Background: an optimization exercise with open tools, aiming at small area, a short achievable clock period and few clock cycles. Do not read the settings as production practice. Function was checked by simulation only, so behaviour that the tests miss may differ from the original. Power and IR drop assume default switching activity.

File: flow/run.sh
#!/bin/bash
# synth_recipe.tcl (not shown) runs the flow's synth.tcl, then flattens the netlist and writes it again
# the make line also repeats each setting of config.mk as NAME=value (left out here)
make -C /OpenROAD-flow-scripts/flow DESIGN_CONFIG=/design/flow/config.mk WORK_HOME=/design/flow/orfs CLKGATE_MAP_FILE= SYNTH_SCRIPT=/design/flow/synth_recipe.tcl finish
File: flow/config.mk
export PLATFORM = sky130hd
export DESIGN_NAME = hough_line_sort_merge
export DESIGN_NICKNAME = hough_line_sort_merge
export VERILOG_FILES = /design/flow/design.v
export SDC_FILE = /design/flow/constraint.sdc
export NUM_CORES = 4
export LEC_CHECK = 0
export CAP_MARGIN = 20
export CORE_MARGIN = 2
export CORE_UTILIZATION = 40
export SETUP_SLACK_MARGIN = 2.5
export SLEW_MARGIN = 20
File: flow/constraint.sdc
create_clock -name core_clock -period 8.0 [get_ports {clock}]
set_input_delay 1.6000 -clock core_clock [delete_from_list [all_inputs] [get_ports {clock}]]
set_output_delay 1.6000 -clock core_clock [all_outputs]
set_load 0.01 [all_outputs]
File: flow/design.v
package hlsm_pkg;
   localparam int MaxLines   = 64;
   localparam int CountWidth = $clog2(MaxLines + 1);
   localparam int DistWidth  = 16;
   localparam int AngleWidth = 15;
   localparam logic [AngleWidth-1:0] TolReset      = 15'd1638;
   localparam logic [AngleWidth-1:0] SkipLowReset  = 15'd12288;
   localparam logic [AngleWidth-1:0] SkipHighReset = 15'd13517;
   localparam int CsrIndexWidth = 2;
   localparam logic [CsrIndexWidth-1:0] CsrMergeTol  = 2'd0;
   localparam logic [CsrIndexWidth-1:0] CsrSkipLow   = 2'd1;
   localparam logic [CsrIndexWidth-1:0] CsrSkipHigh  = 2'd2;
   typedef struct packed {
      logic signed [DistWidth-1:0] distance;
      logic [AngleWidth-1:0]       angle;
   } line_type;
   typedef struct packed {
      logic insert;   
      logic shift;    
   } cell_ctl_type;
   typedef struct packed {
      logic [AngleWidth-1:0] merge_tol;
      logic [AngleWidth-1:0] skip_low;
      logic [AngleWidth-1:0] skip_high;
   } csr_type;
endpackage
module hlsm_cell (
   input  logic                  clock,
   input  hlsm_pkg::cell_ctl_type ctl,
   input  hlsm_pkg::line_type    new_line,       
   input  logic                  new_tag,
   input  logic                  new_ge,         
   input  logic [hlsm_pkg::DistWidth-1:0] cmp_distance,   
   input  hlsm_pkg::line_type    prev_line,
   input  logic                  prev_tag,
   input  logic                  prev_keep,
   input  logic                  prev_ge,
   input  hlsm_pkg::line_type    next_line,
   input  logic                  next_tag,
   input  logic                  next_keep,
   input  logic                  next_ge,
   input  logic                  occupied,
   input  logic                  complete,
   output hlsm_pkg::line_type    line_out,
   output logic                  tag_out,
   output logic                  keep_out,
   output logic                  ge_out
);
   localparam int W  = hlsm_pkg::DistWidth + hlsm_pkg::AngleWidth + 1;
   localparam int DW = hlsm_pkg::DistWidth;
   logic [W-1:0] data_ff;
   logic [W-1:0] data_in;
   logic         ge_ff;
   logic         ge_in;
   logic         take_new, load;
   function automatic logic rho_ge(input logic [DW-1:0] a, input logic [DW-1:0] b);
      logic [DW-1:0] ua, ub;
      logic          ge;
      ua = {~a[DW-1], a[DW-2:0]};
      ub = {~b[DW-1], b[DW-2:0]};
      ge = 1'b1;
      for (int k = 0; k < DW; k++) begin
         ge = (ua[k] & ~ub[k]) | (~(ua[k] ^ ub[k]) & ge);
      end
      rho_ge = ge;
   endfunction
   assign ge_out = rho_ge(data_ff[W-1:W-DW], cmp_distance);
   assign keep_out = complete || (occupied && ge_ff);
   assign take_new  = ctl.insert && (ctl.shift ? (keep_out && !next_keep)
                                               : (!keep_out && prev_keep));
   assign load      = ctl.shift ? (!ctl.insert || keep_out) : (ctl.insert && !keep_out);
   assign data_in = take_new  ? {new_line, new_tag}
                  : ctl.shift ? {next_line, next_tag}
                  :             {prev_line, prev_tag};
   assign ge_in = !load    ? ge_out
                : take_new  ? new_ge
                : ctl.shift ? next_ge
                :             prev_ge;
   always_ff @(posedge clock) begin
      if (load) begin
         data_ff <= data_in;
      end
   end
   always_ff @(posedge clock) begin
      ge_ff <= ge_in;
   end
   assign line_out = data_ff[W-1:1];
   assign tag_out  = data_ff[0];
endmodule
module hlsm_walk (
   input  logic                 clock,
   input  logic                 reset,
   input  logic                 active,
   input  hlsm_pkg::line_type   head_line,
   input  logic [hlsm_pkg::AngleWidth-1:0] next_angle,
   input  logic                 last_line,
   input  hlsm_pkg::csr_type    csr,
   output logic                 step,
   output logic                 out_valid,
   input  logic                 out_ready,
   output hlsm_pkg::line_type   out_line,
   output logic                 out_keep,
   output logic                 out_last
);
   localparam int AW = hlsm_pkg::AngleWidth;
   localparam int DW = hlsm_pkg::DistWidth;
   logic signed [DW-1:0] run_distance_ff, run_distance_in;
   logic [AW-1:0]        run_angle_ff, run_angle_in;
   logic                 run_open_ff, run_open_in;
   logic                 em_valid_ff, em_valid_in;
   hlsm_pkg::line_type   em_line_ff, em_line_in;
   logic                 em_last_ff, em_last_in;
   logic                 q0_valid_ff, q0_valid_in, q1_valid_ff, q1_valid_in;
   hlsm_pkg::line_type   q0_line_ff, q0_line_in, q1_line_ff, q1_line_in;
   logic                 q0_keep_ff, q0_keep_in, q1_keep_ff, q1_keep_in;
   logic                 q0_last_ff, q0_last_in, q1_last_ff, q1_last_in;
   logic                 close;
   logic [AW:0]          angle_sum;
   logic signed [DW:0]   dist_sum;
   logic signed [DW:0]   dist_sum1;
   hlsm_pkg::line_type   avg_line;
   logic                 emit;
   hlsm_pkg::line_type   emit_line;
   logic                 em_keep;
   logic                 pop;
   logic                 push;
   assign step = active && !(em_valid_ff && q0_valid_ff && q1_valid_ff);
   function automatic logic diff_below(input logic [AW-1:0] a, input logic [AW-1:0] b,
                                       input logic [AW-1:0] t);
      logic [AW+1:0] x, y, z, s, c, r;
      x = {2'b00, a};
      y = ~{2'b00, b};
      z = ~{2'b00, t};
      s = x ^ y ^ z;
      c = {(x[AW:0] & y[AW:0]) | (x[AW:0] & z[AW:0]) | (y[AW:0] & z[AW:0]), 1'b0};
      r = s + c + (AW+2)'(2);
      diff_below = r[AW+1];
   endfunction
   assign close = !last_line
               && diff_below(head_line.angle, next_angle, csr.merge_tol)
               && diff_below(next_angle, head_line.angle, csr.merge_tol);
   assign angle_sum = {1'b0, run_angle_ff} + {1'b0, head_line.angle};
   assign dist_sum  = {run_distance_ff[DW-1], run_distance_ff}
                    + {head_line.distance[DW-1], head_line.distance};
   assign dist_sum1 = {run_distance_ff[DW-1], run_distance_ff}
                    + {head_line.distance[DW-1], head_line.distance} + (DW+1)'(1);
   assign avg_line.distance = dist_sum[DW] ? dist_sum1[DW:1] : dist_sum[DW:1];
   assign avg_line.angle    = angle_sum[AW:1];
   assign emit_line = run_open_ff ? avg_line : head_line;
   assign emit      = step && !close;
   always_comb begin
      run_distance_in = run_distance_ff;
      run_angle_in    = run_angle_ff;
      run_open_in     = run_open_ff;
      if (step) begin
         run_distance_in = emit_line.distance;
         run_angle_in    = emit_line.angle;
         run_open_in     = close;
      end
   end
   assign pop     = q0_valid_ff && out_ready;
   assign push    = em_valid_ff && (!q1_valid_ff || pop);
   assign em_keep = !((em_line_ff.angle > csr.skip_low) && (em_line_ff.angle < csr.skip_high));
   always_comb begin
      em_valid_in = emit || (em_valid_ff && !push);
      em_line_in  = em_line_ff;
      em_last_in  = em_last_ff;
      if (step) begin
         em_line_in = emit_line;
         em_last_in = last_line;
      end
   end
   always_comb begin
      q0_valid_in = q0_valid_ff;
      q0_line_in  = q0_line_ff;
      q0_keep_in  = q0_keep_ff;
      q0_last_in  = q0_last_ff;
      q1_valid_in = q1_valid_ff;
      q1_line_in  = q1_line_ff;
      q1_keep_in  = q1_keep_ff;
      q1_last_in  = q1_last_ff;
      if (pop) begin
         q0_valid_in = q1_valid_ff;
         q0_line_in  = q1_line_ff;
         q0_keep_in  = q1_keep_ff;
         q0_last_in  = q1_last_ff;
         q1_valid_in = 1'b0;
      end
      if (push) begin
         if (!q0_valid_in) begin
            q0_valid_in = 1'b1;
            q0_line_in  = em_line_ff;
            q0_keep_in  = em_keep;
            q0_last_in  = em_last_ff;
         end else begin
            q1_valid_in = 1'b1;
            q1_line_in  = em_line_ff;
            q1_keep_in  = em_keep;
            q1_last_in  = em_last_ff;
         end
      end
   end
   always_ff @(posedge clock) begin
      if (reset) begin
         run_open_ff <= 1'b0;
         em_valid_ff <= 1'b0;
         q0_valid_ff <= 1'b0;
         q1_valid_ff <= 1'b0;
      end else begin
         run_open_ff <= run_open_in;
         em_valid_ff <= em_valid_in;
         q0_valid_ff <= q0_valid_in;
         q1_valid_ff <= q1_valid_in;
      end
   end
   always_ff @(posedge clock) begin
      run_distance_ff <= run_distance_in;
      run_angle_ff    <= run_angle_in;
      em_line_ff      <= em_line_in;
      em_last_ff      <= em_last_in;
      q0_line_ff      <= q0_line_in;
      q0_keep_ff      <= q0_keep_in;
      q0_last_ff      <= q0_last_in;
      q1_line_ff      <= q1_line_in;
      q1_keep_ff      <= q1_keep_in;
      q1_last_ff      <= q1_last_in;
   end
   assign out_valid = q0_valid_ff;
   assign out_line  = q0_line_ff;
   assign out_keep  = q0_keep_ff;
   assign out_last  = q0_last_ff;
endmodule
module hough_line_sort_merge (
   input  logic        clock,
   input  logic        reset,
   input  logic [31:0] req_tdata,
   input  logic        req_tlast,
   input  logic        req_tvalid,
   output logic        req_tready,
   output logic [31:0] rsp_tdata,
   output logic        rsp_tuser,    
   output logic        rsp_tlast,
   output logic        rsp_tvalid,
   input  logic        rsp_tready,
   input  logic        csr_valid,
   output logic        csr_ready,
   input  logic [hlsm_pkg::CsrIndexWidth-1:0] csr_index,
   input  logic [hlsm_pkg::AngleWidth-1:0]    csr_data
);
   localparam int N  = hlsm_pkg::MaxLines;
   localparam int CW = hlsm_pkg::CountWidth;
   localparam int DW = hlsm_pkg::DistWidth;
   localparam int AW = hlsm_pkg::AngleWidth;
   logic                in_valid_ff, in_valid_in;
   hlsm_pkg::line_type  in_line_ff, in_line_in;
   logic                in_last_ff, in_last_in;
   logic                ins_valid_ff, ins_valid_in;    
   hlsm_pkg::line_type  ins_line_ff, ins_line_in;
   logic                ins_tag_ff, ins_tag_in;
   logic                ins_last_ff, ins_last_in;
   logic [CW-1:0]       occ_ff, occ_in;         
   logic [CW-1:0]       cmpl_ff, cmpl_in;       
   logic [CW-1:0]       occ_plus, occ_minus, cmpl_minus;
   logic [CW-1:0]       set_count_ff, set_count_in;
   logic                tag_ff, tag_in;         
   hlsm_pkg::csr_type   csr_ff, csr_in;
   logic                drop;
   logic                advance;
   logic                full_next;
   logic                occ_full_ff;            
   logic                occ_near_ff;            
   logic                walk_ready_ff;          
   logic                set_done;
   logic                do_insert;
   logic                walk_step;
   logic                last_line;
   logic                new_ge;
   hlsm_pkg::cell_ctl_type ctl;
   logic [N-1:0][DW+AW-1:0] cell_line;   
   logic [N-1:0]        cell_tag;
   logic [N-1:0]        cell_keep;
   logic [N-1:0]        cell_ge;
   hlsm_pkg::line_type  out_line;
   function automatic logic count_above(input logic [CW-1:0] c, input int k);
      logic gt;
      gt = 1'b0;
      for (int b = 0; b < CW; b++) begin
         if (k[b]) gt = c[b] & gt;
         else      gt = c[b] | gt;
      end
      count_above = gt;
   endfunction
   assign csr_ready  = 1'b1;
   assign do_insert  = ins_valid_ff;
   assign occ_plus   = occ_ff + CW'(do_insert);
   assign occ_minus  = occ_plus - CW'(1);
   assign cmpl_minus = cmpl_ff - CW'(1);
   assign occ_in     = walk_step ? occ_minus : occ_plus;
   assign drop       = (set_count_ff == CW'(N));
   assign full_next  = (occ_full_ff && (do_insert == walk_step))
                    || (occ_near_ff && do_insert && !walk_step);
   assign advance    = in_valid_ff && (drop || !full_next);
   assign req_tready = !in_valid_ff || advance;
   assign set_done   = (ins_valid_ff && ins_last_ff) || (advance && drop && in_last_ff);
   always_comb begin
      in_valid_in = in_valid_ff && !advance;
      in_line_in  = in_line_ff;
      in_last_in  = in_last_ff;
      if (req_tready) begin
         in_valid_in         = req_tvalid;
         in_line_in.distance = req_tdata[DW-1:0];
         in_line_in.angle    = req_tdata[DW+AW-1:DW];
         in_last_in          = req_tlast;
      end
   end
   always_comb begin
      ins_valid_in = advance && !drop;
      ins_line_in  = in_line_ff;
      ins_tag_in   = tag_ff;
      ins_last_in  = in_last_ff;
   end
   assign new_ge = ($signed(ins_line_ff.distance) >= $signed(in_line_ff.distance));
   assign ctl.insert = do_insert;
   assign ctl.shift  = walk_step;
   always_comb begin
      csr_in = csr_ff;
      if (csr_valid) begin
         unique case (csr_index)
            hlsm_pkg::CsrMergeTol: csr_in.merge_tol = csr_data;
            hlsm_pkg::CsrSkipLow:  csr_in.skip_low  = csr_data;
            hlsm_pkg::CsrSkipHigh: csr_in.skip_high = csr_data;
            default:               csr_in = csr_ff;
         endcase
      end
   end
   always_comb begin
      cmpl_in      = set_done ? occ_in : (walk_step ? cmpl_minus : cmpl_ff);
      set_count_in = (advance && in_last_ff) ? '0 : (set_count_ff + CW'(advance && !drop));
      tag_in       = tag_ff ^ (advance && in_last_ff);
   end
   always_ff @(posedge clock) begin
      if (reset) begin
         in_valid_ff      <= 1'b0;
         ins_valid_ff     <= 1'b0;
         occ_ff           <= '0;
         occ_full_ff      <= 1'b0;
         occ_near_ff      <= 1'b0;
         walk_ready_ff    <= 1'b0;
         cmpl_ff          <= '0;
         set_count_ff     <= '0;
         tag_ff           <= 1'b0;
         csr_ff.merge_tol <= hlsm_pkg::TolReset;
         csr_ff.skip_low  <= hlsm_pkg::SkipLowReset;
         csr_ff.skip_high <= hlsm_pkg::SkipHighReset;
      end else begin
         in_valid_ff  <= in_valid_in;
         ins_valid_ff <= ins_valid_in;
         occ_ff       <= occ_in;
         occ_full_ff  <= (occ_in == CW'(N));
         occ_near_ff  <= (occ_in == CW'(N - 1));
         walk_ready_ff <= set_done ? (occ_in != '0)
                                   : (walk_step ? (cmpl_ff > CW'(1)) : (cmpl_ff != '0));
         cmpl_ff      <= cmpl_in;
         set_count_ff <= set_count_in;
         tag_ff       <= tag_in;
         csr_ff       <= csr_in;
      end
   end
   always_ff @(posedge clock) begin
      in_line_ff <= in_line_in;
      in_last_ff <= in_last_in;
      ins_line_ff <= ins_line_in;
      ins_tag_ff  <= ins_tag_in;
      ins_last_ff <= ins_last_in;
   end
   for (genvar i = 0; i < N; i++) begin : g_cell
      hlsm_pkg::line_type prev_line;
      hlsm_pkg::line_type next_line;
      logic               prev_tag;
      logic               next_tag;
      logic               prev_keep;
      logic               next_keep;
      logic               prev_ge;
      logic               next_ge;
      logic               occupied;
      logic               complete;
      assign occupied = count_above(occ_ff, i);
      assign complete = count_above(cmpl_ff, i);
      if (i == 0) begin : g_head
         assign prev_line = ins_line_ff;
         assign prev_tag  = ins_tag_ff;
         assign prev_keep = 1'b1;
         assign prev_ge   = new_ge;
      end else begin : g_body
         assign prev_line = cell_line[i-1];
         assign prev_tag  = cell_tag[i-1];
         assign prev_keep = cell_keep[i-1];
         assign prev_ge   = cell_ge[i-1];
      end
      if (i == N - 1) begin : g_tail
         assign next_line = '0;
         assign next_tag  = 1'b0;
         assign next_keep = 1'b0;
         assign next_ge   = 1'b0;
      end else begin : g_mid
         assign next_line = cell_line[i+1];
         assign next_tag  = cell_tag[i+1];
         assign next_keep = cell_keep[i+1];
         assign next_ge   = cell_ge[i+1];
      end
      hlsm_cell u_cell (
         .clock     (clock),
         .ctl       (ctl),
         .new_line  (ins_line_ff),
         .new_tag   (ins_tag_ff),
         .new_ge    (new_ge),
         .cmp_distance (in_line_ff.distance),
         .prev_line (prev_line),
         .prev_tag  (prev_tag),
         .prev_keep (prev_keep),
         .prev_ge   (prev_ge),
         .next_line (next_line),
         .next_tag  (next_tag),
         .next_keep (next_keep),
         .next_ge   (next_ge),
         .occupied  (occupied),
         .complete  (complete),
         .line_out  (cell_line[i]),
         .tag_out   (cell_tag[i]),
         .keep_out  (cell_keep[i]),
         .ge_out    (cell_ge[i])
      );
   end
   assign last_line = (cmpl_ff < CW'(2)) || (cell_tag[1] != cell_tag[0]);
   hlsm_walk u_walk (
      .clock      (clock),
      .reset      (reset),
      .active     (walk_ready_ff),
      .head_line  (cell_line[0]),
      .next_angle (cell_line[1][AW-1:0]),
      .last_line  (last_line),
      .csr        (csr_ff),
      .step       (walk_step),
      .out_valid  (rsp_tvalid),
      .out_ready  (rsp_tready),
      .out_line   (out_line),
      .out_keep   (rsp_tuser),
      .out_last   (rsp_tlast)
   );
   assign rsp_tdata = {1'b0, out_line.angle, out_line.distance};
endmodule
==> results of run 1 <==
[flip-flops by register name, indices dropped and copies added (netlist names), 7 cells and up]
register,flops
g_cell.u_cell.data_ff,2048
g_cell.u_cell.ge_ff,64
csr_ff,45
in_line_ff,31
ins_line_ff,31
u_walk.em_line_ff,31
u_walk.q0_line_ff,31
u_walk.q1_line_ff,31
cmpl_ff,7
occ_ff,7
set_count_ff,7
[worst paths after layout]
path / endpoint / slack [ps] / cells past startpoint
max: req_tready / 2700 / 9
min: ins_line_ff[9] / 340 / 0
min reg2reg: ins_line_ff[9] / 340 / 0
max reg2reg: g_cell[29].u_cell.data_ff[8] / 2850 / 9
[power groups by stage]
| stage | logic, uW | clock network [uW] | registers [uW] |
|---|---|---|---|
| detailed placement | 32300 | 0 | 30600 |
| finish | 32800 | 12500 | 30600 |
| global route | 36400 | 13100 | 31100 |
| CTS | 32400 | 12700 | 30400 |
| floorplan | 23400 | 0 | 27300 |
| global placement | 31400 | 0 | 30600 |
[what timing repair did]
action / 4_1_cts / 5_1_grt
buffers inserted: 1 / 1
gates cloned: 1 / 0
endpoints found under the hold margin: 0 / 0
resized for setup: 6 / 1
pin swaps: 1 / 0
setup endpoints to repair: 1 / 1
[per-layer routing]
layer / track usage (%) / part of all wire, % / wire, um / vias up
met5: 0 / 0.025 / 122 / -
met4: 12.74 / 5.5 / 26850 / 14
met3: 4.190 / 9.0 / 43750 / 1031
met2: 40.02 / 43 / 210800 / 5474
met1: 36.87 / 42 / 206500 / 55980
li1: - / - / - / 54010
[Yosys cell counts (11+ instances only)]
cell type / n / area, um^2
nand2_1: 4018 / 15080
edfxtp_1: 2145 / 64410
nor2_1: 1893 / 7106
a31oi_1: 1688 / 10560
ha_1: 1098 / 13740
clkbuf_1: 721 / 2706
o21ai_0: 568 / 2843
mux2i_1: 403 / 4034
a21oi_1: 341 / 1707
buf_2: 295 / 1476
dfxtp_1: 206 / 4124
a21o_1: 202 / 1516
inv_1: 186 / 698.2
buf_1: 178 / 668.1
nand2b_1: 144 / 900.9
nand4_1: 139 / 869.6
xnor2_1: 95 / 832.1
a221oi_1: 91 / 797.0
nand3_1: 87 / 435.4
a211oi_1: 76 / 570.6
nor2b_1: 75 / 469.2
o211ai_1: 74 / 555.5
or4_1: 49 / 367.9
o2111a_1: 47 / 529.3
o21a_1: 44 / 330.3
nor3_1: 38 / 190.2
o22a_1: 38 / 332.8
o211a_1: 33 / 330.3
fa_1: 30 / 600.6
xor2_1: 28 / 245.2
mux2_2: 27 / 304.0
and3_1: 25 / 156.4
or3_1: 24 / 150.1
o21ai_1: 22 / 110.1
a2111oi_0: 18 / 157.7
a211o_1: 18 / 157.7
nor3b_1: 12 / 90.09
o31ai_1: 12 / 90.09
a31o_1: 11 / 96.34
buf_4: 11 / 82.58
o22ai_1: 11 / 68.82
[kinds of logic after synthesis]
logic type               synth area share (%)
buffers and inverters                   4.037
XOR/XNOR                               0.7606
adder cells (fa/ha/maj)                 10.14
AO/OA/AOI/OAI                           15.08
AND/OR/NAND/NOR                         18.53
multiplexers                            3.063
flip-flops                              48.39
other                                0.005302
[per-stage QoR]
| step | hold slack, ps | worst slack, ps | std cells | utilization [%] |
|---|---|---|---|---|
| 2_1_floorplan | 323.3 | 3827 | 15350 | - |
| 3_3_place_gp | 326.1 | 2532 | 19200 | 41.56 |
| 6_report | 336.7 | 2699 | 19710 | 44.06 |
| 5_1_grt | 348.4 | 2475 | 19700 | 44.06 |
| 3_5_place_dp | 329.5 | 2527 | 19200 | 41.57 |
| 4_1_cts | 341.3 | 2541 | 19690 | 44.04 |
[area by class of cell]
type | instances | share of cell area (%)
multi-input cells | 11600 | 44.04
repair buffers | 335 | 1.864
inverters | 187 | 0.4794
flip-flops and latches | 2351 | 44.22
clock buffers | 378 | 4.970
clock inverters | 112 | 0.5962
well taps | 4730 | 3.811
diodes | 13 | 0.02095
[critical path, stage by stage, from the launching register on]
cell and delay (ps):
dfxtp_1 480, nand3_4 230, nand2_8 140, inv_8 180
nand2_1 150, a21oi_1 110, a31oi_4 350, nand3b_1 190
buf_8 290, clkdlybuf4s50_1 600
==> impl_metrics.json, run 1 <==
{
  "status": "timing/DRC/antenna clean",
  "cts_tree": "done",
  "syn_avg_cell_area_um2": 9.227,
  "seqCellArea_um2": 68660,
  "synth_cell_type_count": 91,
  "clk_path_buf_depth": 4,
  "drc": 0,
  "worst_pin_slew_ps": 1237,
  "maxCapViolCount": 0,
  "syn_area_um2": 141600,
  "die_x_um": 599.1,
  "gp_congestion": 0.9968,
  "routedWlPerCell_um": 24.76,
  "initial_core_util_pct": 40.19,
  "io_buffers": 88,
  "arrival_ps": 3700,
  "place_area_um2": 146500,
  "grt_use_total_pct": 26.44,
  "fin_worst_skew_ps": 39.43,
  "synthToLayoutAreaGrowth_pct": 9.636,
  "num-fill-cells": 33780,
  "pwr-share-seq_pct": 40.3,
  "dr.first_iter.drc_count": 14410,
  "finalSetupTns_ps": 0,
  "fp.coreArea_um2": 352400,
  "endpoint_kind": "output pin",
  "netSwitchingPower_uw": 32810,
  "multi_input_area_um2": 68390,
  "clkPwrFrac_pct": 16.5,
  "via_per_inst": 5.912,
  "gr-total-overflow": 0,
  "hold_violations": 0,
  "period_needed_ps": 5301,
  "synth_edf_count": 2145,
  "fp-row-count": 218,
  "crit_start": "u_walk.q1_valid_ff",
  "syn_inst": 15350,
  "drive_gt1_share_pct": 5.827,
  "synth.net_count": 16530,
  "cts_hold_buf": 0,
  "dr.pass1.iters": 6,
  "min_period_over_period_pct": 66.26,
  "fmax_mhz": 188.6,
  "hpwl_mm": 322.2,
  "worst-path-max-fanout": 87,
  "design_area_um2": 155300,
  "die-area_um2": 358900,
  "layout_commonest_cell": "nand2_1",
  "finalMaxSlewViolations": 0,
  "worst_r2r_startpoint": "u_walk.q1_valid_ff",
  "power.internal_uw": 43180,
  "peakVddDrop_uv": 334.3,
  "synthArstFlopShare_pct": 0,
  "hold_path.class": "flop to flop",
  "mostFrequentLayoutCells": "3984 x nand2_1, 2145 x edfxtp_1, 1888 x nor2_1",
  "fin_total_pwr_uw": 75990,
  "htreeDepth": 5,
  "synth_ff_type": "edfxtp_1",
  "hp-start": "in_line_ff[9]",
  "critPathRequiredTime_ps": 6400,
  "start_kind": "flop",
  "numCtsBuffers": 279,
  "grt_pass1_wl_mm": 723.7,
  "max-slew-margin-rel_pct": 17.51,
  "p_leak_uw": 0.06198,
  "root_buffer": "clkbuf_16",
  "setup_viol": 0,
  "yosysWarnings": 3,
  "antenna_found_initial": 20,
  "grt_pass1_vias": 108300,
  "die_y_um": 599.1,
  "swShare_pct": 43.17,
  "p_comb_share_pct": 43.2,
  "critical_path_class": "flop to output pin",
  "clk_latency_ps": 920,
  "grt_max_degree": 209,
  "wl_mm": 488.0,
  "antenna_left": 0,
  "cts.sinks": 2351,
  "nets": 15940,
  "vias": 116500,
  "p_per_area_nw_per_um2": 489.3,
  "io_pins": 92,
  "grt_setup_unrepaired": "no",
  "synth-seq-cells": 2351,
  "synth_seq_area_share_pct": 48.39,
  "cts.clk_slew.worst_paths_ps": 60
}
Testbench counts, summed over its fixed seeds: cycles 15,340.
==> run 2: changes to the inputs <==
--- a/flow/config.mk
+++ b/flow/config.mk
@@ -9,4 +9,3 @@
 export CORE_MARGIN = 2
 export CORE_UTILIZATION = 40
-export SETUP_SLACK_MARGIN = 2.5
 export SLEW_MARGIN = 20
==> impl_metrics.json, run 2 <==
{
  "antenna_found_initial": 18,
  "die-area_um2": 358900,
  "numCtsBuffers": 279,
  "maxCapViolCount": 0,
  "post-place-ws_ps": 2527,
  "synth_common_cells": "4018 x nand2_1, 2145 x edfxtp_1, 1893 x nor2_1",
  "p_leak_uw": 0.06196,
  "cts_hold_buf": 0,
  "design_area_um2": 155200,
  "initial_core_util_pct": 40.19,
  "synthToLayoutAreaGrowth_pct": 9.570,
  "grt_use_total_pct": 26.43,
  "finalMaxSlewViolations": 0,
  "io_buffers": 88,
  "htreeDepth": 5,
  "fin_worst_skew_ps": 39.94,
  "hpwl_mm": 322.2,
  "setup_viol": 0,
  "synth.most_common_cell": "nand2_1",
  "start_kind": "flop",
  "die_y_um": 599.1,
  "synth_ff_type": "edfxtp_1",
  "gr-total-overflow": 0,
  "grt_pass1_wl_mm": 723.4,
  "worst_r2r_startpoint": "u_walk.q1_valid_ff",
  "synth.area.top_cells": "edfxtp_1 45%, nand2_1 11%, ha_1 9.7%",
  "reg2reg_to": "g_cell[29].u_cell.data_ff[8]",
  "holdPathEnd": "ins_line_ff[9]",
  "fin_total_pwr_uw": 75980,
  "hp-start": "in_line_ff[9]",
  "syn_avg_cell_area_um2": 9.227,
  "drive_gt1_share_pct": 5.795,
  "status": "timing/DRC/antenna clean",
  "dr.first_iter.drc_count": 14500,
  "nets": 15940,
  "arrival_ps": 4990,
  "wl_mm": 488.5,
  "min_period_over_period_pct": 82.42,
  "synth_cell_type_count": 91,
  "yosysWarnings": 3,
  "max-slew-margin-rel_pct": 17.69,
  "layout_commonest_cell": "nand2_1",
  "multi_input_area_um2": 68350,
  "drc": 0,
  "synth_seq_area_share_pct": 48.39,
  "routedWlPerCell_um": 24.80,
  "cts.sinks": 2351,
  "fmax_mhz": 151.7,
  "synth.net_count": 16530,
  "gp_congestion": 0.9968,
  "antenna_left": 0,
  "critical_path_class": "flop to output pin",
  "postCtsSetupBuffers": 0,
  "period_needed_ps": 6593,
  "peakVddDrop_uv": 334.0,
  "worst-path-max-fanout": 87,
  "cts_tree": "done",
  "synth-seq-cells": 2351,
  "grt_max_degree": 209,
  "place_area_um2": 146500,
  "finalSetupTns_ps": 0,
  "fp-row-count": 218,
  "worst_pin_slew_ps": 1229,
  "cts.clk_slew.worst_paths_ps": 60,
  "root_buffer": "clkbuf_16",
  "io_pins": 92,
  "synthArstFlopShare_pct": 0,
  "p_per_area_nw_per_um2": 489.6,
  "hold_path.class": "flop to flop",
  "clk_latency_ps": 930,
  "via_per_inst": 5.906,
  "grt_setup_unrepaired": "no",
  "largest_register_ffs": 2048,
  "setup_ws_ps": 1407,
  "fin_util_pct": 44.04,
  "die_x_um": 599.1,
  "mostFrequentLayoutCells": "3984 x nand2_1, 2145 x edfxtp_1, 1888 x nor2_1",
  "seqCellArea_um2": 68660,
  "grt_pass1_vias": 108300,
  "clk_path_buf_depth": 4,
  "hold_violations": 0,
  "r2r_slack_ps": 2720,
  "top_regs": "g_cell.u_cell.data_ff (2048), g_cell.u_cell.ge_ff (64), csr_ff (45)",
  "synth_edf_count": 2145,
  "critPathRequiredTime_ps": 6400,
  "fp.coreArea_um2": 352400,
  "syn_inst": 15350,
  "vias": 116300,
  "syn_area_um2": 141600,
  "top_register": "g_cell.u_cell.data_ff",
  "reg2regPathDepth": 8,
  "num-fill-cells": 33780,
  "dr.pass1.iters": 7,
  "ctsResizeCount": 0,
  "synth_top_area_share_pct": 45.48,
  "whs_path_depth": 0,
  "yosys.area.top_type": "edfxtp_1",
  "endpoint_kind": "output pin"
}
run 2: cell counts after synthesis:
No cell type changed its count.
run 2: cell families (layout without fill, tap and decap cells):
kind of cell    after synthesis  in the layout  share of synthesized area (%)
simple gates               6560           6560                          18.53
compound gates             3356           3356                          15.08
flops                      2351           2351                          48.39
buf+inv                    1399           1010                          4.037
fa+ha+maj                  1130           1130                          10.14
mux                         430            430                          3.063
xor+xnor                    123            123                         0.7606
other cells                   2              6                       0.005302
run 2: routing by layer:
layer | GRT usage [%] | share of wire (%) | up-vias
li1 | - | - | 54000
met1 | 36.88 | 43 | 56060
met2 | 40.07 | 43 | 5269
met3 | 4.133 | 8.6 | 980
met4 | 12.62 | 5.4 | 8
met5 | 0 | 0.0088 | -
run 2: how the worst max path moves through the flow:
stage,start,endpoint,slack (ps),depth (start not counted)
floorplan,cmpl_ff[1],g_cell[36].u_cell.ge_ff,3830,11
global placement,u_walk.q1_valid_ff,req_tready,2530,9
detailed placement,u_walk.q1_valid_ff,req_tready,2530,9
CTS,u_walk.q1_valid_ff,req_tready,1540,9
global route,u_walk.q0_valid_ff,req_tready,1280,9
finish,u_walk.q1_valid_ff,req_tready,1410,9
run 2: per-stage QoR:
stage | hold slack [ps] | instances
floorplan | 323.3 | 15350
global placement | 326.1 | 19200
detailed placement | 329.5 | 19200
CTS | 341.3 | 19690
global route | 348.4 | 19690
finish | 334.9 | 19700
run 2: final cells by class:
cell class | count | area share, %
Tap cell | 4730 | 3.813
Timing Repair Buffer | 333 | 1.851
Clock inverter | 112 | 0.5966
Multi-Input combinational cell | 11600 | 44.04
Clock buffer | 378 | 4.973
Sequential cell | 2351 | 44.24
Antenna cell | 4 | 0.006450
Inverter | 187 | 0.4797
run 2: report_power, final:
group          internal [uW]  switching [uW]
registers              24200            6410
logic                  11900           21000
clock network           7100            5430
total                  43200           32800
run 2: worst max-delay path: stages, from the launching register on:
cell             delay (ps)
dfxtp_1                 430
nand3_1                 320
nand2_4                 500
inv_8                   330
nand2_1                 160
a21oi_1                  70
a31oi_1                 890
nand3b_1                210
buf_4                   450
clkdlybuf4s50_1         640
==> run 3: changes to the inputs <==
--- a/flow/design.v
+++ b/flow/design.v
@@ -53,5 +53,5 @@
    logic         ge_ff;
    logic         ge_in;
-   logic         take_new, load;
+   logic         take_new, take_next, load;
    function automatic logic rho_ge(input logic [DW-1:0] a, input logic [DW-1:0] b);
       logic [DW-1:0] ua, ub;
@@ -70,10 +70,11 @@
                                                : (!keep_out && prev_keep));
    assign load      = ctl.shift ? (!ctl.insert || keep_out) : (ctl.insert && !keep_out);
+   assign take_next = ctl.shift && (!ctl.insert || next_keep);
    assign data_in = take_new  ? {new_line, new_tag}
-                  : ctl.shift ? {next_line, next_tag}
+                  : take_next ? {next_line, next_tag}
                   :             {prev_line, prev_tag};
    assign ge_in = !load    ? ge_out
                 : take_new  ? new_ge
-                : ctl.shift ? next_ge
+                : take_next ? next_ge
                 :             prev_ge;
    always_ff @(posedge clock) begin
@@ -91,10 +92,10 @@
    input  logic                 clock,
    input  logic                 reset,
-   input  logic                 active,
+   input  logic                 step,        
    input  hlsm_pkg::line_type   head_line,
    input  logic [hlsm_pkg::AngleWidth-1:0] next_angle,
    input  logic                 last_line,
    input  hlsm_pkg::csr_type    csr,
-   output logic                 step,
+   output logic                 room_next,   
    output logic                 out_valid,
    input  logic                 out_ready,
@@ -125,5 +126,5 @@
    logic                 pop;
    logic                 push;
-   assign step = active && !(em_valid_ff && q0_valid_ff && q1_valid_ff);
+   assign room_next = !(em_valid_in && q0_valid_in && q1_valid_in);
    function automatic logic diff_below(input logic [AW-1:0] a, input logic [AW-1:0] b,
                                        input logic [AW-1:0] t);
@@ -270,5 +271,7 @@
    logic                occ_full_ff;            
    logic                occ_near_ff;            
-   logic                walk_ready_ff;          
+   logic                walk_ready_in;
+   logic                walk_step_ff;           
+   logic                room_next;
    logic                set_done;
    logic                do_insert;
@@ -334,4 +337,7 @@
       end
    end
+   assign walk_step     = walk_step_ff;
+   assign walk_ready_in = set_done ? (occ_in != '0)
+                                   : (walk_step ? (cmpl_ff > CW'(1)) : (cmpl_ff != '0));
    always_comb begin
       cmpl_in      = set_done ? occ_in : (walk_step ? cmpl_minus : cmpl_ff);
@@ -346,5 +352,5 @@
          occ_full_ff      <= 1'b0;
          occ_near_ff      <= 1'b0;
-         walk_ready_ff    <= 1'b0;
+         walk_step_ff     <= 1'b0;
          cmpl_ff          <= '0;
          set_count_ff     <= '0;
@@ -359,6 +365,5 @@
          occ_full_ff  <= (occ_in == CW'(N));
          occ_near_ff  <= (occ_in == CW'(N - 1));
-         walk_ready_ff <= set_done ? (occ_in != '0)
-                                   : (walk_step ? (cmpl_ff > CW'(1)) : (cmpl_ff != '0));
+         walk_step_ff  <= walk_ready_in && room_next;
          cmpl_ff      <= cmpl_in;
          set_count_ff <= set_count_in;
@@ -436,10 +441,10 @@
       .clock      (clock),
       .reset      (reset),
-      .active     (walk_ready_ff),
+      .step       (walk_step),
       .head_line  (cell_line[0]),
       .next_angle (cell_line[1][AW-1:0]),
       .last_line  (last_line),
       .csr        (csr_ff),
-      .step       (walk_step),
+      .room_next  (room_next),
       .out_valid  (rsp_tvalid),
       .out_ready  (rsp_tready),
--- a/flow/config.mk
+++ b/flow/config.mk
@@ -8,4 +8,6 @@
 export CAP_MARGIN = 20
 export CORE_MARGIN = 2
-export CORE_UTILIZATION = 40
+export CORE_UTILIZATION = 55
+export PLACE_DENSITY = 0.65
+export SETUP_SLACK_MARGIN = 4.5
 export SLEW_MARGIN = 20
==> impl_metrics.json, run 3 <==
{
  "min_period_over_period_pct": 48.69,
  "numCtsBuffers": 289,
  "synth_seq_area_share_pct": 47.46,
  "antenna_left": 0,
  "p_leak_uw": 0.06240,
  "clk_latency_ps": 960,
  "peakVddDrop_uv": 397.6,
  "drive_gt1_share_pct": 7.910,
  "worst-path-max-fanout": 3,
  "synth_edf_count": 2145,
  "fp.coreArea_um2": 261800,
  "antenna_found_initial": 7,
  "swShare_pct": 40.57,
  "fin_util_pct": 60.62,
  "layout_commonest_cell": "edfxtp_1",
  "cts.clk_slew.worst_paths_ps": 60,
  "io_pins": 92,
  "clk_path_buf_depth": 4,
  "layout.cells.non_filler": 17200,
  "grt_use_total_pct": 32.21,
  "largest_register_ffs": 2048,
  "grt_max_degree": 67,
  "netSwitchingPower_uw": 31120,
  "dr.first_iter.drc_count": 11870,
  "start_kind": "flop",
  "mostFrequentLayoutCells": "2145 x edfxtp_1, 2097 x mux2i_1, 1985 x a21oi_1",
  "gr-total-overflow": 0,
  "design_area_um2": 158700,
  "cts_tree": "done",
  "clkPwrFrac_pct": 16.5,
  "arrival_ps": 2300,
  "wl_mm": 442.2,
  "yosysWarnings": 3,
  "die-area_um2": 266700,
  "endpoint_kind": "output pin",
  "synth_cell_type_count": 98,
  "die_y_um": 516.4,
  "critical_path_class": "flop to output pin",
  "io_buffers": 88,
  "syn_area_um2": 144400,
  "synth_ff_type": "edfxtp_1",
  "p_per_area_nw_per_um2": 483.4,
  "post-place-ws_ps": 3165,
  "cts.sinks": 2351,
  "p_comb_share_pct": 43.3,
  "setup_viol": 0,
  "status": "timing/DRC/antenna clean",
  "synthArstFlopShare_pct": 0,
  "fmax_mhz": 256.7,
  "vias": 108000,
  "grt_pass1_vias": 102300,
  "path_buf_inv": 2,
  "max-slew-margin-rel_pct": 19.51,
  "crit_slowest_cell": "dfxtp_4",
  "fin_worst_skew_ps": 60.97,
  "critPathRequiredTime_ps": 6400,
  "finalMaxSlewViolations": 0,
  "finalSetupTns_ps": 0,
  "maxCapViolCount": 0,
  "synth.net_count": 15100,
  "nets": 14720,
  "cpPeakStageDelay_ps": 500,
  "cpLargestDelayFamily": "flip-flops",
  "hold_violations": 0,
  "power.internal_uw": 45600,
  "grt_pass1_wl_mm": 656.1,
  "pwr-share-seq_pct": 40.3,
  "hpwl_mm": 298.2,
  "period_needed_ps": 3895,
  "dr.pass1.iters": 9,
  "top_regs": "g_cell.u_cell.data_ff (2048), g_cell.u_cell.ge_ff (64), csr_ff (45)",
  "hold_path.class": "flop to flop",
  "synth-seq-cells": 2351,
  "initial_core_util_pct": 55.16,
  "synthToLayoutAreaGrowth_pct": 9.897,
  "grt_setup_unrepaired": "yes",
  "worst_pin_slew_ps": 1207,
  "synth_top_area_share_pct": 44.60,
  "syn_avg_cell_area_um2": 10.43,
  "yosys.area.top_type": "edfxtp_1",
  "via_per_inst": 6.280,
  "placed_cells": 16610,
  "syn_inst": 13850,
  "path_cells": "inv_16 -> ha_4 -> a32o_4 -> nand3_4 -> buf_6",
  "root_buffer": "clkbuf_16",
  "place_area_um2": 147700,
  "fp-row-count": 188,
  "synth.most_common_cell": "edfxtp_1",
  "htreeDepth": 5,
  "synth.area.top_cells": "edfxtp_1 45%, mux2i_1 15%, ha_1 10%",
  "gp_congestion": 0.9855,
  "die_x_um": 516.4,
  "setup_ws_ps": 4105,
  "top_register": "g_cell.u_cell.data_ff",
  "routedWlPerCell_um": 25.71,
  "synth_common_cells": "2145 x edfxtp_1, 2098 x mux2i_1, 1990 x a21oi_1",
  "drc": 0
}
## run 3: changes by cell type in the layout (fill, tap and decap cells not counted), sizes merged, moves of 65 or more
cell / change
mux2i: +1695
nand2b: -65
nand2: -3157
a21oi: +1649
a31oi: -1622
inv: +103
a21o: -95
o21ai: +122
nand4: -113
## run 3: power by group through the flow
stage,sequential [uW],combinational (uW),clock (uW)
2_1_floorplan,27100,24400,0
3_3_place_gp,30700,30400,0
3_5_place_dp,30900,31800,0
4_1_cts,30600,32500,12800
5_1_grt,31400,36700,13200
6_report,30900,33200,12600
## run 3: final cells by class
class / count / area [um^2]
timing repair buffer: 354 / 3435
multi-input combinational: 10150 / 71890
fill: 21240 / 103100
antenna: 5 / 12.51
clock inverter: 137 / 1095
tap: 3515 / 4398
inverter: 318 / 1344
sequential: 2351 / 68680
timing repair inverter: 6 / 56.30
clock buffer: 359 / 7796
## run 3: routing by layer
| metal | GRT usage, % | up-vias | wire, um |
|---|---|---|---|
| met5 | 0 | - | 22 |
| met4 | 14.26 | 4 | 21220 |
| met3 | 5.331 | 867 | 36940 |
| met2 | 48.88 | 4676 | 192900 |
| met1 | 45.39 | 52320 | 191200 |
| li1 | - | 50150 | - |
## run 3: kinds of logic (layout without fill, tap and decap cells)
kind of cell | Yosys count | count (layout) | synth area share [%]
other cells | 2 | 7 | 0.005200
mux | 2158 | 2158 | 15.02
flops | 2351 | 2351 | 47.46
compound gates | 3414 | 3414 | 13.32
simple gates | 3323 | 3334 | 9.619
xor+xnor | 53 | 53 | 0.3214
buf+inv | 1355 | 1174 | 3.768
fa+ha+maj | 1193 | 1193 | 10.49
## run 3: per-stage QoR
step / total power (uW) / hold WS, ps
2_1_floorplan: 51470 / 323.3
3_3_place_gp: 61050 / 323.4
3_5_place_dp: 62660 / 325.9
4_1_cts: 75870 / 316.3
5_1_grt: 81280 / 330.1
6_report: 76720 / 324.4
## run 3: final timing paths
path                        from               to  slack [ps]  cells after the start
setup / recovery    ins_valid_ff       req_tready        4100                      5
hold / removal    in_line_ff[13]  ins_line_ff[13]         320                      0
setup reg to reg       occ_ff[1]     walk_step_ff        4400                      8
hold reg to reg   in_line_ff[13]  ins_line_ff[13]         320                      0
## run 3: repair_timing
action                     4_1_cts  5_1_grt
gates cloned                    15        5
pin swaps                       17       22
buffers inserted                42       21
hold buffers                     0        0
gates resized for setup        152      115
setup endpoints to repair     1252     1674
Testbench counts of run 3, summed over its fixed seeds: cycles 15,340.
==> run 4: changes to the inputs <==
--- a/flow/design.v
+++ b/flow/design.v
@@ -40,9 +40,10 @@
    input  logic                  next_keep,
    input  logic                  next_ge,
-   input  logic                  occupied,
-   input  logic                  complete,
+   input  logic                  occupied_next,   
+   input  logic                  complete_next,   
    output hlsm_pkg::line_type    line_out,
    output logic                  tag_out,
    output logic                  keep_out,
+   output logic                  complete_out,
    output logic                  ge_out
 );
@@ -51,6 +52,7 @@
    logic [W-1:0] data_ff;
    logic [W-1:0] data_in;
-   logic         ge_ff;
    logic         ge_in;
+   logic         kept_ff;        
+   logic         complete_ff;    
    logic         take_new, take_next, load;
    function automatic logic rho_ge(input logic [DW-1:0] a, input logic [DW-1:0] b);
@@ -66,5 +68,6 @@
    endfunction
    assign ge_out = rho_ge(data_ff[W-1:W-DW], cmp_distance);
-   assign keep_out = complete || (occupied && ge_ff);
+   assign keep_out     = complete_ff || kept_ff;
+   assign complete_out = complete_ff;
    assign take_new  = ctl.insert && (ctl.shift ? (keep_out && !next_keep)
                                                : (!keep_out && prev_keep));
@@ -84,5 +87,6 @@
    end
    always_ff @(posedge clock) begin
-      ge_ff <= ge_in;
+      kept_ff     <= occupied_next && ge_in;
+      complete_ff <= complete_next;
    end
    assign line_out = data_ff[W-1:1];
@@ -106,4 +110,10 @@
    localparam int AW = hlsm_pkg::AngleWidth;
    localparam int DW = hlsm_pkg::DistWidth;
+   localparam int QN = 3;
+   localparam int LW = DW + AW;
+   logic                 wk_valid_ff;
+   hlsm_pkg::line_type   wk_line_ff;
+   logic                 wk_last_ff;
+   logic                 wk_close_ff;
    logic signed [DW-1:0] run_distance_ff, run_distance_in;
    logic [AW-1:0]        run_angle_ff, run_angle_in;
@@ -112,8 +122,8 @@
    hlsm_pkg::line_type   em_line_ff, em_line_in;
    logic                 em_last_ff, em_last_in;
-   logic                 q0_valid_ff, q0_valid_in, q1_valid_ff, q1_valid_in;
-   hlsm_pkg::line_type   q0_line_ff, q0_line_in, q1_line_ff, q1_line_in;
-   logic                 q0_keep_ff, q0_keep_in, q1_keep_ff, q1_keep_in;
-   logic                 q0_last_ff, q0_last_in, q1_last_ff, q1_last_in;
+   logic [QN-1:0]        q_valid_ff, q_valid_in;
+   logic [QN-1:0][LW-1:0] q_line_ff, q_line_in;    
+   logic [QN-1:0]        q_keep_ff, q_keep_in;
+   logic [QN-1:0]        q_last_ff, q_last_in;
    logic                 close;
    logic [AW:0]          angle_sum;
@@ -126,5 +136,5 @@
    logic                 pop;
    logic                 push;
-   assign room_next = !(em_valid_in && q0_valid_in && q1_valid_in);
+   logic [2:0]           in_flight;
    function automatic logic diff_below(input logic [AW-1:0] a, input logic [AW-1:0] b,
                                        input logic [AW-1:0] t);
@@ -141,25 +151,39 @@
                && diff_below(head_line.angle, next_angle, csr.merge_tol)
                && diff_below(next_angle, head_line.angle, csr.merge_tol);
-   assign angle_sum = {1'b0, run_angle_ff} + {1'b0, head_line.angle};
+   always_ff @(posedge clock) begin
+      if (reset) begin
+         wk_valid_ff <= 1'b0;
+      end else begin
+         wk_valid_ff <= step;
+      end
+   end
+   always_ff @(posedge clock) begin
+      if (step) begin
+         wk_line_ff  <= head_line;
+         wk_last_ff  <= last_line;
+         wk_close_ff <= close;
+      end
+   end
+   assign angle_sum = {1'b0, run_angle_ff} + {1'b0, wk_line_ff.angle};
    assign dist_sum  = {run_distance_ff[DW-1], run_distance_ff}
-                    + {head_line.distance[DW-1], head_line.distance};
+                    + {wk_line_ff.distance[DW-1], wk_line_ff.distance};
    assign dist_sum1 = {run_distance_ff[DW-1], run_distance_ff}
-                    + {head_line.distance[DW-1], head_line.distance} + (DW+1)'(1);
+                    + {wk_line_ff.distance[DW-1], wk_line_ff.distance} + (DW+1)'(1);
    assign avg_line.distance = dist_sum[DW] ? dist_sum1[DW:1] : dist_sum[DW:1];
    assign avg_line.angle    = angle_sum[AW:1];
-   assign emit_line = run_open_ff ? avg_line : head_line;
-   assign emit      = step && !close;
+   assign emit_line = run_open_ff ? avg_line : wk_line_ff;
+   assign emit      = wk_valid_ff && !wk_close_ff;
    always_comb begin
       run_distance_in = run_distance_ff;
       run_angle_in    = run_angle_ff;
       run_open_in     = run_open_ff;
-      if (step) begin
+      if (wk_valid_ff) begin
          run_distance_in = emit_line.distance;
          run_angle_in    = emit_line.angle;
-         run_open_in     = close;
+         run_open_in     = wk_close_ff;
       end
    end
-   assign pop     = q0_valid_ff && out_ready;
-   assign push    = em_valid_ff && (!q1_valid_ff || pop);
+   assign pop     = q_valid_ff[0] && out_ready;
+   assign push    = em_valid_ff && (!q_valid_ff[QN-1] || pop);
    assign em_keep = !((em_line_ff.angle > csr.skip_low) && (em_line_ff.angle < csr.skip_high));
    always_comb begin
@@ -167,50 +191,51 @@
       em_line_in  = em_line_ff;
       em_last_in  = em_last_ff;
-      if (step) begin
+      if (wk_valid_ff) begin
          em_line_in = emit_line;
-         em_last_in = last_line;
+         em_last_in = wk_last_ff;
       end
    end
    always_comb begin
-      q0_valid_in = q0_valid_ff;
-      q0_line_in  = q0_line_ff;
-      q0_keep_in  = q0_keep_ff;
-      q0_last_in  = q0_last_ff;
-      q1_valid_in = q1_valid_ff;
-      q1_line_in  = q1_line_ff;
-      q1_keep_in  = q1_keep_ff;
-      q1_last_in  = q1_last_ff;
+      q_valid_in = q_valid_ff;
+      q_line_in  = q_line_ff;
+      q_keep_in  = q_keep_ff;
+      q_last_in  = q_last_ff;
       if (pop) begin
-         q0_valid_in = q1_valid_ff;
-         q0_line_in  = q1_line_ff;
-         q0_keep_in  = q1_keep_ff;
-         q0_last_in  = q1_last_ff;
-         q1_valid_in = 1'b0;
+         q_valid_in = {1'b0, q_valid_ff[2:1]};
+         q_line_in  = {q_line_ff[2], q_line_ff[2:1]};
+         q_keep_in  = {q_keep_ff[2], q_keep_ff[2:1]};
+         q_last_in  = {q_last_ff[2], q_last_ff[2:1]};
       end
       if (push) begin
-         if (!q0_valid_in) begin
-            q0_valid_in = 1'b1;
-            q0_line_in  = em_line_ff;
-            q0_keep_in  = em_keep;
-            q0_last_in  = em_last_ff;
+         if (!q_valid_in[0]) begin
+            q_valid_in[0] = 1'b1;
+            q_line_in[0]  = em_line_ff;
+            q_keep_in[0]  = em_keep;
+            q_last_in[0]  = em_last_ff;
+         end else if (!q_valid_in[1]) begin
+            q_valid_in[1] = 1'b1;
+            q_line_in[1]  = em_line_ff;
+            q_keep_in[1]  = em_keep;
+            q_last_in[1]  = em_last_ff;
          end else begin
-            q1_valid_in = 1'b1;
-            q1_line_in  = em_line_ff;
-            q1_keep_in  = em_keep;
-            q1_last_in  = em_last_ff;
+            q_valid_in[2] = 1'b1;
+            q_line_in[2]  = em_line_ff;
+            q_keep_in[2]  = em_keep;
+            q_last_in[2]  = em_last_ff;
          end
       end
    end
+   assign in_flight = 3'(step) + 3'(em_valid_in) + 3'(q_valid_in[0]) + 3'(q_valid_in[1])
+                    + 3'(q_valid_in[2]);
+   assign room_next = (in_flight <= 3'd3);
    always_ff @(posedge clock) begin
       if (reset) begin
          run_open_ff <= 1'b0;
          em_valid_ff <= 1'b0;
-         q0_valid_ff <= 1'b0;
-         q1_valid_ff <= 1'b0;
+         q_valid_ff  <= '0;
       end else begin
          run_open_ff <= run_open_in;
          em_valid_ff <= em_valid_in;
-         q0_valid_ff <= q0_valid_in;
-         q1_valid_ff <= q1_valid_in;
+         q_valid_ff  <= q_valid_in;
       end
    end
@@ -220,15 +245,12 @@
       em_line_ff      <= em_line_in;
       em_last_ff      <= em_last_in;
-      q0_line_ff      <= q0_line_in;
-      q0_keep_ff      <= q0_keep_in;
-      q0_last_ff      <= q0_last_in;
-      q1_line_ff      <= q1_line_in;
-      q1_keep_ff      <= q1_keep_in;
-      q1_last_ff      <= q1_last_in;
-   end
-   assign out_valid = q0_valid_ff;
-   assign out_line  = q0_line_ff;
-   assign out_keep  = q0_keep_ff;
-   assign out_last  = q0_last_ff;
+      q_line_ff       <= q_line_in;
+      q_keep_ff       <= q_keep_in;
+      q_last_ff       <= q_last_in;
+   end
+   assign out_valid = q_valid_ff[0];
+   assign out_line  = hlsm_pkg::line_type'(q_line_ff[0]);
+   assign out_keep  = q_keep_ff[0];
+   assign out_last  = q_last_ff[0];
 endmodule
 module hough_line_sort_merge (
@@ -259,8 +281,10 @@
    hlsm_pkg::line_type  ins_line_ff, ins_line_in;
    logic                ins_tag_ff, ins_tag_in;
-   logic                ins_last_ff, ins_last_in;
+   logic                ins_done_ff, ins_done_in;   
    logic [CW-1:0]       occ_ff, occ_in;         
    logic [CW-1:0]       cmpl_ff, cmpl_in;       
    logic [CW-1:0]       occ_plus, occ_minus, cmpl_minus;
+   logic [N-1:0]        cell_complete;
+   logic [N+1:0]        occ_therm;               
    logic [CW-1:0]       set_count_ff, set_count_in;
    logic                tag_ff, tag_in;         
@@ -305,5 +329,5 @@
    assign advance    = in_valid_ff && (drop || !full_next);
    assign req_tready = !in_valid_ff || advance;
-   assign set_done   = (ins_valid_ff && ins_last_ff) || (advance && drop && in_last_ff);
+   assign set_done   = ins_done_ff;
    always_comb begin
       in_valid_in = in_valid_ff && !advance;
@@ -321,5 +345,5 @@
       ins_line_in  = in_line_ff;
       ins_tag_in   = tag_ff;
-      ins_last_in  = in_last_ff;
+      ins_done_in  = advance && in_last_ff;
    end
    assign new_ge = ($signed(ins_line_ff.distance) >= $signed(in_line_ff.distance));
@@ -349,4 +373,5 @@
          in_valid_ff      <= 1'b0;
          ins_valid_ff     <= 1'b0;
+         ins_done_ff      <= 1'b0;
          occ_ff           <= '0;
          occ_full_ff      <= 1'b0;
@@ -362,4 +387,5 @@
          in_valid_ff  <= in_valid_in;
          ins_valid_ff <= ins_valid_in;
+         ins_done_ff  <= ins_done_in;
          occ_ff       <= occ_in;
          occ_full_ff  <= (occ_in == CW'(N));
@@ -377,5 +403,11 @@
       ins_line_ff <= ins_line_in;
       ins_tag_ff  <= ins_tag_in;
-      ins_last_ff <= ins_last_in;
+   end
+   always_comb begin
+      occ_therm[0]   = 1'b1;
+      occ_therm[N+1] = 1'b0;
+      for (int k = 0; k < N; k++) begin
+         occ_therm[k+1] = count_above(occ_ff, k);
+      end
    end
    for (genvar i = 0; i < N; i++) begin : g_cell
@@ -390,6 +422,13 @@
       logic               occupied;
       logic               complete;
-      assign occupied = count_above(occ_ff, i);
-      assign complete = count_above(cmpl_ff, i);
+      assign occupied = !reset && ((do_insert && !walk_step) ? occ_therm[i]
+                                 : (walk_step && !do_insert) ? occ_therm[i+2]
+                                 :                             occ_therm[i+1]);
+      if (i == N - 1) begin : g_last
+         assign complete = !reset && (set_done ? occupied : (!walk_step && cell_complete[i]));
+      end else begin : g_inner
+         assign complete = !reset && (set_done ? occupied
+                                    : (walk_step ? cell_complete[i+1] : cell_complete[i]));
+      end
       if (i == 0) begin : g_head
          assign prev_line = ins_line_ff;
@@ -429,9 +468,10 @@
          .next_keep (next_keep),
          .next_ge   (next_ge),
-         .occupied  (occupied),
-         .complete  (complete),
+         .occupied_next (occupied),
+         .complete_next (complete),
          .line_out  (cell_line[i]),
          .tag_out   (cell_tag[i]),
          .keep_out  (cell_keep[i]),
+         .complete_out (cell_complete[i]),
          .ge_out    (cell_ge[i])
       );
--- a/flow/config.mk
+++ b/flow/config.mk
@@ -10,4 +10,4 @@
 export CORE_UTILIZATION = 55
 export PLACE_DENSITY = 0.65
-export SETUP_SLACK_MARGIN = 4.5
+export SETUP_SLACK_MARGIN = 5
 export SLEW_MARGIN = 20
==> impl_metrics.json, run 4 <==
{
  "status": "timing/DRC/antenna clean",
  "grt_setup_unrepaired": "yes",
  "synthMuxAreaShare_pct": 14.50,
  "synth.net_count": 15790,
  "layout_commonest_cell": "a21oi_1",
  "start_kind": "flop",
  "synth_top_area_share_pct": 43.64,
  "yosys.area.top_type": "edfxtp_1",
  "gp_congestion": 0.8835,
  "cts_tree": "done",
  "synth_top_family_by_area": "multiplexers",
  "top_regs": "g_cell.u_cell.data_ff (2048), u_walk.q_line_ff (93)",
  "period_needed_ps": 4026,
  "htreeDepth": 5,
  "fmax_mhz": 248.4,
  "synth_common_cells": "2247 x a21oi_1, 2178 x edfxtp_1, 2131 x nor2_1",
  "synth.most_common_cell": "a21oi_1",
  "p_per_area_nw_per_um2": 437.5,
  "critPathRequiredTime_ps": 6400,
  "yosysWarnings": 3,
  "crit_cells": 5,
  "hold_path.class": "flop to flop",
  "syn_avg_cell_area_um2": 10.31,
  "fp.coreArea_um2": 271000,
  "cts.sinks": 2483,
  "synth_xor_area_share_pct": 0.3440,
  "crit_slowest_cell": "dfxtp_4",
  "dr.pass1.iters": 6,
  "reg2regPathDepth": 10,
  "wl_mm": 461.8,
  "hp-start": "in_line_ff[6]",
  "syn_inst": 14540,
  "root_buffer": "clkbuf_16",
  "holdPathEnd": "ins_line_ff[6]",
  "path_cells": "clkinvlp_4 -> ha_1 -> a32o_2 -> nand3_4 -> buf_6",
  "synthArstFlopShare_pct": 0,
  "worst-path-max-fanout": 2,
  "die_y_um": 526.0,
  "synth_cell_type_count": 95,
  "fp-row-count": 191,
  "worst_pin_slew_ps": 1234,
  "cpLargestDelayFamily": "flip-flops",
  "synth.area.top_cells": "edfxtp_1 44%, mux2i_1 14%, ha_1 9.7%",
  "endpoint_kind": "output pin",
  "via_per_inst": 6.325,
  "drc": 0,
  "antenna_found_initial": 13,
  "initial_core_util_pct": 55.30,
  "antenna_left": 0,
  "routedWlPerCell_um": 25.62,
  "fin_worst_skew_ps": 38.36,
  "reg2reg_to": "u_walk.em_line_ff[29]",
  "hold_violations": 0,
  "mostFrequentLayoutCells": "2223 x a21oi_1, 2178 x edfxtp_1, 2129 x nor2_1",
  "io_pins": 92,
  "vias": 114000,
  "numCtsBuffers": 288,
  "max-slew-margin-rel_pct": 17.70,
  "yosys.area_share.simple_pct": 9.571,
  "clk_latency_ps": 940,
  "maxCapViolCount": 0,
  "path_buf_inv": 2,
  "syn_area_um2": 149900,
  "finalMaxSlewViolations": 0,
  "synth_fa_ha_area_share_pct": 10.14,
  "synth_ff_type": "edfxtp_1",
  "r2r_slack_ps": 4760,
  "cpPeakStageDelay_ps": 410,
  "nets": 15470,
  "min_period_over_period_pct": 50.32,
  "io_buffers": 88,
  "synth-compound-area-share_pct": 13.81,
  "grt_max_degree": 75,
  "top_register": "g_cell.u_cell.data_ff",
  "largest_register_ffs": 2048,
  "setup_viol": 0,
  "crit_start": "ins_valid_ff",
  "whs_path_depth": 0,
  "drive_gt1_share_pct": 9.612,
  "critical_path_class": "flop to output pin",
  "dr.first_iter.drc_count": 13410,
  "worst_r2r_startpoint": "u_walk.em_line_ff[15]",
  "arrival_ps": 2430,
  "synthToLayoutAreaGrowth_pct": 11.75,
  "p_leak_uw": 0.06562,
  "gr-total-overflow": 0,
  "synth-seq-cells": 2483,
  "fin_total_pwr_uw": 73270,
  "clk_path_buf_depth": 4,
  "synth_seq_area_share_pct": 47.72,
  "die_x_um": 526.0,
  "finalSetupTns_ps": 0,
  "grt_pass1_wl_mm": 683.4,
  "cts.clk_slew.worst_paths_ps": 70,
  "grt_pass1_vias": 107800,
  "synth_edf_count": 2178,
  "die-area_um2": 276700,
  "peakVddDrop_uv": 276.9,
  "grt_use_total_pct": 31.93,
  "hpwl_mm": 303.5
}
-- run 4: cell count changes after synthesis, sizes merged, moves of 99 or more --
cell	before	now
nor2	1872	2132
a21oi	1990	2248
o21ai	712	521
nand2	857	730
nor4	9	117
dfxtp	206	305
-- run 4: layout make-up --
type | instances | area [um^2]
Timing Repair Buffer | 491 | 5291
Inverter | 416 | 1777
Tap cell | 3570 | 4467
Sequential cell | 2483 | 71690
Clock inverter | 144 | 1080
Timing Repair inverter | 10 | 72.57
Fill cell | 21650 | 103500
Multi-Input combinational cell | 10530 | 75420
Antenna cell | 4 | 10.01
Clock buffer | 374 | 7664
-- run 4: per-layer routing --
metal / vias up / track usage, % / share of wire, % / routed length [um]
met5: - / 0 / 0.013 / 58
li1: 52820 / - / - / -
met4: 4 / 13.75 / 4.7 / 21580
met3: 923 / 5.113 / 9.5 / 43950
met2: 5350 / 47.92 / 43 / 198700
met1: 54900 / 45.72 / 43 / 197500
-- run 4: what timing repair did --
item / in CTS / in global routing
setup endpoints to repair: 2982 / 397
endpoints found under the hold margin: 0 / 0
resized for setup: 500 / 256
gates cloned: 14 / 9
setup buffers: 109 / 80
hold buffers: 0 / 0
pin swaps: 55 / 129
-- run 4: per-stage QoR --
step | hold slack (ps) | setup WS (ps) | area [um^2] | utilization [%] | cells
finish | 338.8 | 3974 | 167500 | 61.80 | 18030
global route | 349.3 | 3983 | 167500 | 61.79 | 18020
CTS | 339.1 | 3966 | 165400 | 61.03 | 17930
detailed placement | 325.9 | 3160 | 153800 | 56.74 | 17290
global placement | 324.0 | 3218 | 153700 | 56.72 | 17290
floorplan | 323.3 | 3816 | 150300 | - | 14540
-- run 4: kinds of logic after synthesis --
logic type | Yosys count
xor+xnor | 58
simple gates | 3460
buf+inv | 1524
compound gates | 3653
fa+ha+maj | 1195
other cells | 2
flops | 2483
mux | 2164
-- run 4: worst max-delay path by stage --
stage / endpoint / slack, ps
6_report: req_tready / 3970
5_1_grt: req_tready / 3980
4_1_cts: req_tready / 3970
3_5_place_dp: walk_step_ff / 3160
3_3_place_gp: walk_step_ff / 3220
2_1_floorplan: walk_step_ff / 3820
-- run 4: power by group --
group          switching [uW]  internal, uW  total [uW]  leakage (uW)
Sequential               6560         24400       31000        0.0234
Clock                    5630          7000       12600       0.00426
Combinational           16600         13100       29700        0.0379
Testbench counts of run 4, summed over its fixed seeds: cycles 15,331.

-- what the ideal ports hide --
Ports are ideal in the flow. The routed layouts listed here were re-timed in OpenROAD. Step 1 sets driving cells, clkbuf_16 on the clock port and buf_2 on the other inputs (assumed; they add their load-dependent delay and slew). Step 2 moves the port delays by t, midway between the first and last clock arrival at a register: inputs arrive t later, outputs are due t later. That takes back most of the time a late clock gives input paths. Slacks: ideal / step 1 / step 2; pairs: ideal / step 1.
run	shift t [ns]	setup slack, ns	hold slack, ns	worst setup path after step 2	slew at the worst register clock pin (ns)
run 1	1.008	2.699 / 2.595 / 2.854	0.337 / 0.337 / 0.337	register to register	0.07 / 0.07
run 2	1.012	1.407 / 1.302 / 2.314	0.335 / 0.335 / 0.335	register to output	0.07 / 0.07
run 3	1.030	4.105 / 3.999 / 4.059	0.324 / 0.324 / 0.324	input to register	0.07 / 0.07
run 4	1.023	3.974 / 3.868 / 3.992	0.339 / 0.339 / 0.339	input to register	0.07 / 0.07
After both steps every run listed still meets setup and hold. The setup slack of run 3, which loses most, moves by -0.106 ns with the drivers and by -0.046 ns with both steps.
